This is an optimization exercise on Yosys and OpenROAD, whose aim is small area, a short achievable clock period and few clock cycles per item, not a production implementation.
In this exercise RTL edits were held to simulation tests only and were not proved equivalent to the original.

==> inputs of build 17 <==
Design node_health_monitor_table_core, start of the top module:
module node_health_monitor_table_core #(
   parameter int unsigned SLOTS = SLOTS_DEF
)(
   input  logic        clock,
   input  logic        reset,
   input  logic        req_valid,
   output logic        req_ready,
   input  logic [1:0]  req_opcode,
   input  logic [31:0] req_node_id,
   input  logic [15:0] req_battery_cv,
   input  logic [15:0] req_reboot_total,
   input  logic [31:0] req_now_ms,
   output logic        rsp_valid,
   input  logic        rsp_ready,
   output logic [2:0]  rsp_alert_kind,
   output logic [31:0] rsp_alert_node,
   output logic [15:0] rsp_alert_arg,
   output logic [31:0] rsp_alert_time_ms,
   output logic [31:0] rsp_heard_ms,
   output logic        rsp_last_of_run,
   input  logic        csr_wen,
   input  logic [2:0]  csr_index,
   input  logic [31:0] csr_wdata
);
==> flow/config.mk <==
export PLATFORM = sky130hd
export DESIGN_NAME = node_health_monitor_table_core
export DESIGN_NICKNAME = node_health_monitor_table_core
export VERILOG_FILES = /design/flow/design.v
export SDC_FILE = /design/flow/constraint.sdc
export NUM_CORES = 4
export LEC_CHECK = 0
export CAP_MARGIN = 20
export CORE_MARGIN = 2
export CORE_UTILIZATION = 60
export SETUP_SLACK_MARGIN = 5
export SLEW_MARGIN = 20
export SYNTH_HIERARCHICAL = 1
export SYNTH_MINIMUM_KEEP_SIZE = 0
==> flow/constraint.sdc <==
create_clock -name core_clock -period 8.0 [get_ports {clock}]
set_input_delay 1.6000 -clock core_clock [delete_from_list [all_inputs] [get_ports {clock}]]
set_output_delay 1.6000 -clock core_clock [all_outputs]
set_load 0.01 [all_outputs]
run.sh (not shown) runs the stock make flow with config.mk's settings and CLKGATE_MAP_FILE= SYNTH_SCRIPT=/design/flow/synth_recipe.tcl, a recipe that flattens the netlist after the stock synthesis.
==> trial 88 (differences from build 17) <==
--- a/flow/design.v
+++ b/flow/design.v
@@ -121,16 +121,47 @@
             end
          end
          g = gn; p = pn;
       end
       carry1 = g[W-1] | p[W-1];
    endfunction
    assign lt = !carry1(a, ~b);
 endmodule
+module nhm_cam #(
+   parameter int N = 16
+)(
+   input  logic [N*32-1:0] keys,
+   input  logic [N-1:0]    valid,
+   input  logic [31:0]     id,
+   output logic [N-1:0]    hit
+);
+   always_comb begin
+      for (int i = 0; i < N; i++) begin
+         hit[i] = valid[i] && (keys[i*32 +: 32] == id);
+      end
+   end
+endmodule
+module nhm_rd #(
+   parameter int N = 16,
+   parameter int W = 32
+)(
+   input  logic [N-1:0]   sel,
+   input  logic [N*W-1:0] data,
+   input  logic           take,
+   input  logic [W-1:0]   upd,
+   output logic [W-1:0]   q
+);
+   always_comb begin
+      q = {W{take}} & upd;
+      for (int i = 0; i < N; i++) begin
+         q = q | ({W{sel[i] && !take}} & data[i*W +: W]);
+      end
+   end
+endmodule
 import nhm_pkg::*;
 module node_health_monitor_table_core #(
    parameter int unsigned SLOTS = SLOTS_DEF
 )(
    input  logic        clock,
    input  logic        reset,
    input  logic        req_valid,
    output logic        req_ready,
@@ -202,65 +233,75 @@
    logic [31:0] c_now;
    logic [1:0]  c_lvl;
    logic        c_warn_up, c_crit_up;
    logic [SLOTS-1:0] c_wsel;
    logic        c_found, c_claim;
    logic [31:0] c_heard;
    logic [1:0]  c_level;
    logic        c_silent, c_anom;
-   logic        c_win_gt, c_sil_gt, c_rb_gt, c_rb0;
+   logic        c_rb0;
+   logic        c_sel_w, c_same_hb, c_gw_m, c_gw_c, c_gs_m, c_gs_c, c_gr_m, c_gr_c;
+   logic        c_win_gt, c_sil_gt, c_rb_gt;
    logic        c_go, do_hb, do_sil, do_qry, c_wr, restart;
    logic [1:0]  n_level;
    logic        n_anom;
-   logic accept, in_v, in_hb, a_prev, a_prev2, a_c, a_claim;
+   logic accept, in_v, in_hb, a_prev, a_prev2, a_c, a_claim, a_found;
    logic [SLOTS-1:0] cam, a_hit;
    logic [CW-1:0] a_free;
    logic [31:0] r_heard, r_wstart;
    logic [15:0] r_rbase;
    logic [1:0]  r_level;
    logic        r_silent, r_anom;
    logic        lt_hib, lt_crit, lt_warn, ge_wu, ge_cu, br_w, br_c;
    assign accept = req_valid && req_ready;
    assign in_v   = accept && req_node_id != 32'd0 && req_opcode != OP_RESERVED;
    assign in_hb  = req_opcode == OP_HEARTBEAT;
+   logic [SLOTS*32-1:0] keys;
+   logic [SLOTS-1:0]    written;
    always_comb begin
       for (int i = 0; i < SLOTS; i++) begin
-         cam[i] = (CW'(i) < used_ff) && (m_node[i] == req_node_id);
+         keys[i*32 +: 32] = m_node[i];
+         written[i]       = CW'(i) < used_ff;
       end
    end
+   nhm_cam #(.N(SLOTS)) u_cam (.keys(keys), .valid(written), .id(req_node_id), .hit(cam));
    assign a_prev  = b_v && (b_id == req_node_id);
    assign a_prev2 = c_v && (c_id == req_node_id);
    assign a_hit   = a_prev ? b_wsel : a_prev2 ? c_wsel : cam;
+   assign a_found = a_prev ? b_wsel != '0 : a_prev2 ? c_wsel != '0 : cam != '0;
    assign a_free  = alloc_ff + CW'(b_v && b_claim);
-   assign a_claim = in_hb && a_hit == '0 && a_free != CW'(SLOTS);
+   assign a_claim = in_hb && !a_found && a_free != CW'(SLOTS);
    assign a_c = a_prev2 && c_wr;
+   logic f_hb, f_rs;
+   logic [SLOTS*32-1:0] d_heard, d_wstart;
+   logic [SLOTS*16-1:0] d_rbase;
+   logic [SLOTS*3-1:0]  d_la;
+   logic [SLOTS-1:0]    d_sil;
+   assign f_hb = a_prev2 && do_hb;
+   assign f_rs = f_hb && restart;
    always_comb begin
-      r_heard = '0; r_wstart = '0; r_rbase = '0; r_level = '0; r_silent = 1'b0; r_anom = 1'b0;
       for (int i = 0; i < SLOTS; i++) begin
-         r_heard  = r_heard  | ({32{cam[i]}} & m_heard[i]);
-         r_wstart = r_wstart | ({32{cam[i]}} & m_wstart[i]);
-         r_rbase  = r_rbase  | ({16{cam[i]}} & m_rbase[i]);
-         r_level  = r_level  | ({2{cam[i]}}  & m_level[i]);
-         r_silent = r_silent | (cam[i] & m_silent[i]);
-         r_anom   = r_anom   | (cam[i] & m_anom[i]);
-      end
-      if (a_c) begin
-         r_silent = do_sil;
-         if (do_hb) begin
-            r_heard = c_now;
-            r_level = n_level;
-            r_anom  = n_anom;
-            if (restart) begin
-               r_wstart = c_now;
-               r_rbase  = c_rb;
-            end
-         end
-      end
-   end
+         d_heard [i*32 +: 32] = m_heard[i];
+         d_wstart[i*32 +: 32] = m_wstart[i];
+         d_rbase [i*16 +: 16] = m_rbase[i];
+         d_la    [i*3 +: 3]   = {m_level[i], m_anom[i]};
+         d_sil   [i]          = m_silent[i];
+      end
+   end
+   nhm_rd #(.N(SLOTS), .W(32)) u_rd_h (.sel(cam), .data(d_heard),  .take(f_hb),
+                                       .upd(c_now), .q(r_heard));
+   nhm_rd #(.N(SLOTS), .W(32)) u_rd_w (.sel(cam), .data(d_wstart), .take(f_rs),
+                                       .upd(c_now), .q(r_wstart));
+   nhm_rd #(.N(SLOTS), .W(16)) u_rd_r (.sel(cam), .data(d_rbase),  .take(f_rs),
+                                       .upd(c_rb), .q(r_rbase));
+   nhm_rd #(.N(SLOTS), .W(3))  u_rd_l (.sel(cam), .data(d_la),     .take(f_hb),
+                                       .upd({n_level, n_anom}), .q({r_level, r_anom}));
+   nhm_rd #(.N(SLOTS), .W(1))  u_rd_s (.sel(cam), .data(d_sil),    .take(a_c),
+                                       .upd(do_sil), .q(r_silent));
    nhm_lt #(.W(16)) u_hib  (.a(req_battery_cv), .b(cfg_ff.hibernate), .lt(lt_hib));
    nhm_lt #(.W(16)) u_crit (.a(req_battery_cv), .b(cfg_ff.critical),  .lt(lt_crit));
    nhm_lt #(.W(16)) u_warn (.a(req_battery_cv), .b(cfg_ff.warning),   .lt(lt_warn));
    nhm_cmp #(.W(16), .GE(1'b1)) u_wu (.a(req_battery_cv), .b(cfg_ff.warning),
                                       .lim(cfg_ff.hyst), .gt(ge_wu), .br(br_w));
    nhm_cmp #(.W(16), .GE(1'b1)) u_cu (.a(req_battery_cv), .b(cfg_ff.critical),
                                       .lim(cfg_ff.hyst), .gt(ge_cu), .br(br_c));
    always_ff @(posedge clock) begin
@@ -275,17 +316,17 @@
          b_cv      <= req_battery_cv;
          b_rb      <= req_reboot_total;
          b_now     <= req_now_ms;
          b_lvl     <= lt_hib ? 2'd3 : lt_crit ? 2'd2 : lt_warn ? 2'd1 : 2'd0;
          b_warn_up <= ge_wu && !br_w;
          b_crit_up <= ge_cu && !br_c;
          b_hit     <= a_hit;
          b_free    <= a_free;
-         b_found   <= a_hit != '0;
+         b_found   <= a_found;
          b_claim   <= a_claim;
          b_prev    <= a_prev;
          b_heard   <= r_heard;
          b_wstart  <= r_wstart;
          b_rbase   <= r_rbase;
          b_level   <= r_level;
          b_silent  <= r_silent;
          b_anom    <= r_anom;
@@ -320,26 +361,34 @@
          c_crit_up <= b_crit_up;
          c_wsel    <= b_wsel;
          c_found   <= b_found;
          c_claim   <= b_claim;
          c_heard   <= same_hb ? c_now : b_heard;
          c_level   <= same_hb ? n_level : b_level;
          c_silent  <= same ? do_sil : b_silent;
          c_anom    <= same_hb ? n_anom : b_anom;
-         c_win_gt  <= sel_w ? gw_c : gw_m;
-         c_sil_gt  <= same_hb ? gs_c : gs_m;
-         c_rb_gt   <= sel_w ? gr_c : gr_m;
+         c_sel_w   <= sel_w;
+         c_same_hb <= same_hb;
+         c_gw_m    <= gw_m;
+         c_gw_c    <= gw_c;
+         c_gs_m    <= gs_m;
+         c_gs_c    <= gs_c;
+         c_gr_m    <= gr_m;
+         c_gr_c    <= gr_c;
          c_rb0     <= sel_w ? (c_rb == 16'd0) : (b_rbase == 16'd0);
       end
    end
    logic [1:0] lvl0;
    logic       ev_on, ev_rb;
    logic [2:0] ev_lk;
    assign c_go = c_v && !stall;
+   assign c_win_gt = c_sel_w   ? c_gw_c : c_gw_m;
+   assign c_sil_gt = c_same_hb ? c_gs_c : c_gs_m;
+   assign c_rb_gt  = c_sel_w   ? c_gr_c : c_gr_m;
    always_comb begin
       do_hb  = c_go && c_op == OP_HEARTBEAT && (c_found || c_claim);
       do_qry = c_go && c_op == OP_QUERY;
       do_sil = c_go && c_op == OP_SILENCE && c_found && !c_silent && c_sil_gt;
       c_wr   = do_hb || do_sil;
       ev_on  = c_found && c_silent;
       lvl0   = c_found ? c_level : c_lvl;
       n_level = lvl0;
@@ -394,16 +443,17 @@
       logic [2:0]  lk;
       logic        rb;
       logic        sl;
    } rec_type;
    rec_type n_rec, t_ff, h_ff, h_in;
    logic    t_v, h_v;
    logic [2:0]  k_ff, k_in;
    logic [15:0] a_ff, a_in;
+   logic [31:0] q_ff;          
    logic        l_ff, l_in;
    logic push, pop, beat, h_load, t_load, t_nx;
    always_comb begin
       n_rec.node = c_id;
       n_rec.at   = c_now;
       n_rec.data = do_qry ? c_heard : {c_cv, c_rb};
       n_rec.q    = do_qry;
       n_rec.on   = do_hb && ev_on;
@@ -439,16 +489,17 @@
          {k_in, a_in, l_in} = first_beat(h_in);
       end else begin
          {k_in, a_in, l_in} = first_beat(h_rest);
       end
    end
    always_ff @(posedge clock) begin
       if (h_load) begin
          h_ff <= h_in;
+         q_ff <= h_in.q ? h_in.data : 32'd0;
          k_ff <= k_in;
          a_ff <= a_in;
          l_ff <= l_in;
       end else if (beat) begin
          h_ff <= h_rest;
          k_ff <= k_in;
          a_ff <= a_in;
          l_ff <= l_in;
@@ -475,11 +526,11 @@
          t_v <= t_nx;
          req_ready <= !(adv ? b_v : c_v) || !t_nx;
       end
    end
    assign rsp_alert_kind    = k_ff;
    assign rsp_alert_node    = h_ff.node;
    assign rsp_alert_arg     = a_ff;
    assign rsp_alert_time_ms = h_ff.at;
-   assign rsp_heard_ms      = h_ff.q ? h_ff.data : 32'd0;
+   assign rsp_heard_ms      = q_ff;
    assign rsp_last_of_run   = l_ff;
 endmodule
==> flow/flow/run.sh (new file) <==
#!/bin/bash
# The standard layout (standard.sh, unchanged synthesis and steps), with one change:
# the input and output port buffers are buf_4 cells instead of the buffer that
# buffer_ports picks on its own (clkdlybuf4s50_1, a delay cell that is slow on every
# port path). Every port still gets its own buffer. The make output goes to
# layout.log here; ORFS keeps each step's log under orfs/logs/.
set -euo pipefail
export BUFFER_PORTS_ARGS="-buffer_cell sky130_fd_sc_hd__buf_4"
bash standard.sh finish > layout.log 2>&1
==> flow/standard.sh (new file) <==
#!/bin/bash
# synth_recipe.tcl (not shown) runs the flow's synth.tcl, then flattens the netlist and writes it again
# the make line also repeats each setting of config.mk as NAME=value (left out here)
make -C /OpenROAD-flow-scripts/flow DESIGN_CONFIG=/design/flow/config.mk WORK_HOME=/design/flow/orfs CLKGATE_MAP_FILE= SYNTH_SCRIPT=/design/flow/synth_recipe.tcl "${@:-finish}"
- CORE_UTILIZATION: 60 -> 45
removed: flow/run.sh
==> trial 61 (differences from build 17) <==
--- a/flow/design.v
+++ b/flow/design.v
@@ -208,35 +208,33 @@
    logic [1:0]  c_level;
    logic        c_silent, c_anom;
    logic        c_win_gt, c_sil_gt, c_rb_gt, c_rb0;
    logic        c_go, do_hb, do_sil, do_qry, c_wr, restart;
    logic [1:0]  n_level;
    logic        n_anom;
    logic accept, in_v, in_hb, a_prev, a_prev2, a_c, a_claim;
    logic [SLOTS-1:0] cam, a_hit;
-   logic [CW-1:0] a_free;
    logic [31:0] r_heard, r_wstart;
    logic [15:0] r_rbase;
    logic [1:0]  r_level;
    logic        r_silent, r_anom;
    logic        lt_hib, lt_crit, lt_warn, ge_wu, ge_cu, br_w, br_c;
    assign accept = req_valid && req_ready;
    assign in_v   = accept && req_node_id != 32'd0 && req_opcode != OP_RESERVED;
    assign in_hb  = req_opcode == OP_HEARTBEAT;
    always_comb begin
       for (int i = 0; i < SLOTS; i++) begin
          cam[i] = (CW'(i) < used_ff) && (m_node[i] == req_node_id);
       end
    end
    assign a_prev  = b_v && (b_id == req_node_id);
    assign a_prev2 = c_v && (c_id == req_node_id);
    assign a_hit   = a_prev ? b_wsel : a_prev2 ? c_wsel : cam;
-   assign a_free  = alloc_ff + CW'(b_v && b_claim);
-   assign a_claim = in_hb && a_hit == '0 && a_free != CW'(SLOTS);
+   assign a_claim = in_hb && a_hit == '0 && alloc_ff != CW'(SLOTS);
    assign a_c = a_prev2 && c_wr;
    always_comb begin
       r_heard = '0; r_wstart = '0; r_rbase = '0; r_level = '0; r_silent = 1'b0; r_anom = 1'b0;
       for (int i = 0; i < SLOTS; i++) begin
          r_heard  = r_heard  | ({32{cam[i]}} & m_heard[i]);
          r_wstart = r_wstart | ({32{cam[i]}} & m_wstart[i]);
          r_rbase  = r_rbase  | ({16{cam[i]}} & m_rbase[i]);
          r_level  = r_level  | ({2{cam[i]}}  & m_level[i]);
@@ -261,30 +259,30 @@
    nhm_lt #(.W(16)) u_warn (.a(req_battery_cv), .b(cfg_ff.warning),   .lt(lt_warn));
    nhm_cmp #(.W(16), .GE(1'b1)) u_wu (.a(req_battery_cv), .b(cfg_ff.warning),
                                       .lim(cfg_ff.hyst), .gt(ge_wu), .br(br_w));
    nhm_cmp #(.W(16), .GE(1'b1)) u_cu (.a(req_battery_cv), .b(cfg_ff.critical),
                                       .lim(cfg_ff.hyst), .gt(ge_cu), .br(br_c));
    always_ff @(posedge clock) begin
       if (reset) begin
          alloc_ff <= '0;
-      end else if (adv && b_v && b_claim) begin
+      end else if (in_v && a_claim) begin
          alloc_ff <= alloc_ff + CW'(1);
       end
       if (accept) begin
          b_op      <= req_opcode;
          b_id      <= req_node_id;
          b_cv      <= req_battery_cv;
          b_rb      <= req_reboot_total;
          b_now     <= req_now_ms;
          b_lvl     <= lt_hib ? 2'd3 : lt_crit ? 2'd2 : lt_warn ? 2'd1 : 2'd0;
          b_warn_up <= ge_wu && !br_w;
          b_crit_up <= ge_cu && !br_c;
          b_hit     <= a_hit;
-         b_free    <= a_free;
+         b_free    <= alloc_ff;
          b_found   <= a_hit != '0;
          b_claim   <= a_claim;
          b_prev    <= a_prev;
          b_heard   <= r_heard;
          b_wstart  <= r_wstart;
          b_rbase   <= r_rbase;
          b_level   <= r_level;
          b_silent  <= r_silent;
- CORE_UTILIZATION: 60 -> 40
- SETUP_SLACK_MARGIN: 5 -> 4.5
==> flow_summary.toml <==
[outcome]
status = "finished clean"

[synth]
syn_avg_cell_area_sq_um = 14.8

[finish]
buf_share = 0.0893
fin_area_sq_um = 142000

[detailed_routing]
routed-wl-met2_um = 194000

[setup_path]
cp.depth = 15

[clock_network]
cts_setup_buffers = 314
worstSkewPairLatency_ns = 0.90

[pwr]
swShare = 0.227
total_switching_power_mw = 6.73
the above is filed under trial 61

==> flow_summary.toml <==
[clock_network]
worstSkewPairLatency_ns = 0.95

[synth]
syn_avg_cell_area_sq_um = 15.3

[outcome]
status = "finished clean"

[pwr]
total_switching_power_mw = 7.04

[detailed_routing]
routed-wl-met2_um = 193000
the above is filed under trial 88

==> flow_summary.toml <==
[finish]
fin_area_sq_um = 145000

[setup_path]
cp.depth = 15

[synth]
syn_avg_cell_area_sq_um = 14.9

[pwr]
total_switching_power_mw = 6.78
swShare = 0.226

[detailed_routing]
routed-wl-met2_um = 193000

[sta]
fin_skew_ns = 0.107

[outcome]
status = "finished clean"

[clock_network]
worstSkewPairLatency_ns = 1.01
cts_setup_buffers = 382
the above is filed under build 17

Testbench counts of build 17, summed over its fixed seeds: cycles 2,670, items 2,560.
Testbench counts of trial 88, summed over its fixed seeds: cycles 2,670, items 2,560.
Testbench counts of trial 61, summed over its fixed seeds: cycles 2,670, items 2,560.

-- what the ideal ports hide --
The flow's constraints put no driver on any port. The routed layouts listed below were extracted and timed again, unchanged, in two steps.
Step 1, drivers: a clkbuf_16 drives clock and a buf_2 each remaining input, both assumed.
Step 2 moves the port delays by t, midway between the first and last clock arrival at a register: inputs arrive t later, outputs are due t later. That takes back most of the time a late clock gives input paths.
Three values: ideal ports, drivers, drivers and shift; two values: the first two.
run | t, ns | setup slack, ns | slew at the worst register clock pin (ns) | worst data-port slew with drivers (ns)
build 17 | 1.045 | 4.276 / 4.305 / 3.260 | 0.09 / 0.09 | 0.10
trial 88 | 1.019 | 4.560 / 4.495 / 3.476 | 0.07 / 0.07 | 0.36
trial 61 | 0.964 | 3.912 / 3.962 / 2.998 | 0.07 / 0.07 | 0.10
After both steps setup and hold are still met in every run listed. The setup slack of trial 88, which loses most, moves by -0.065 ns with the drivers and by -1.084 ns with both steps.
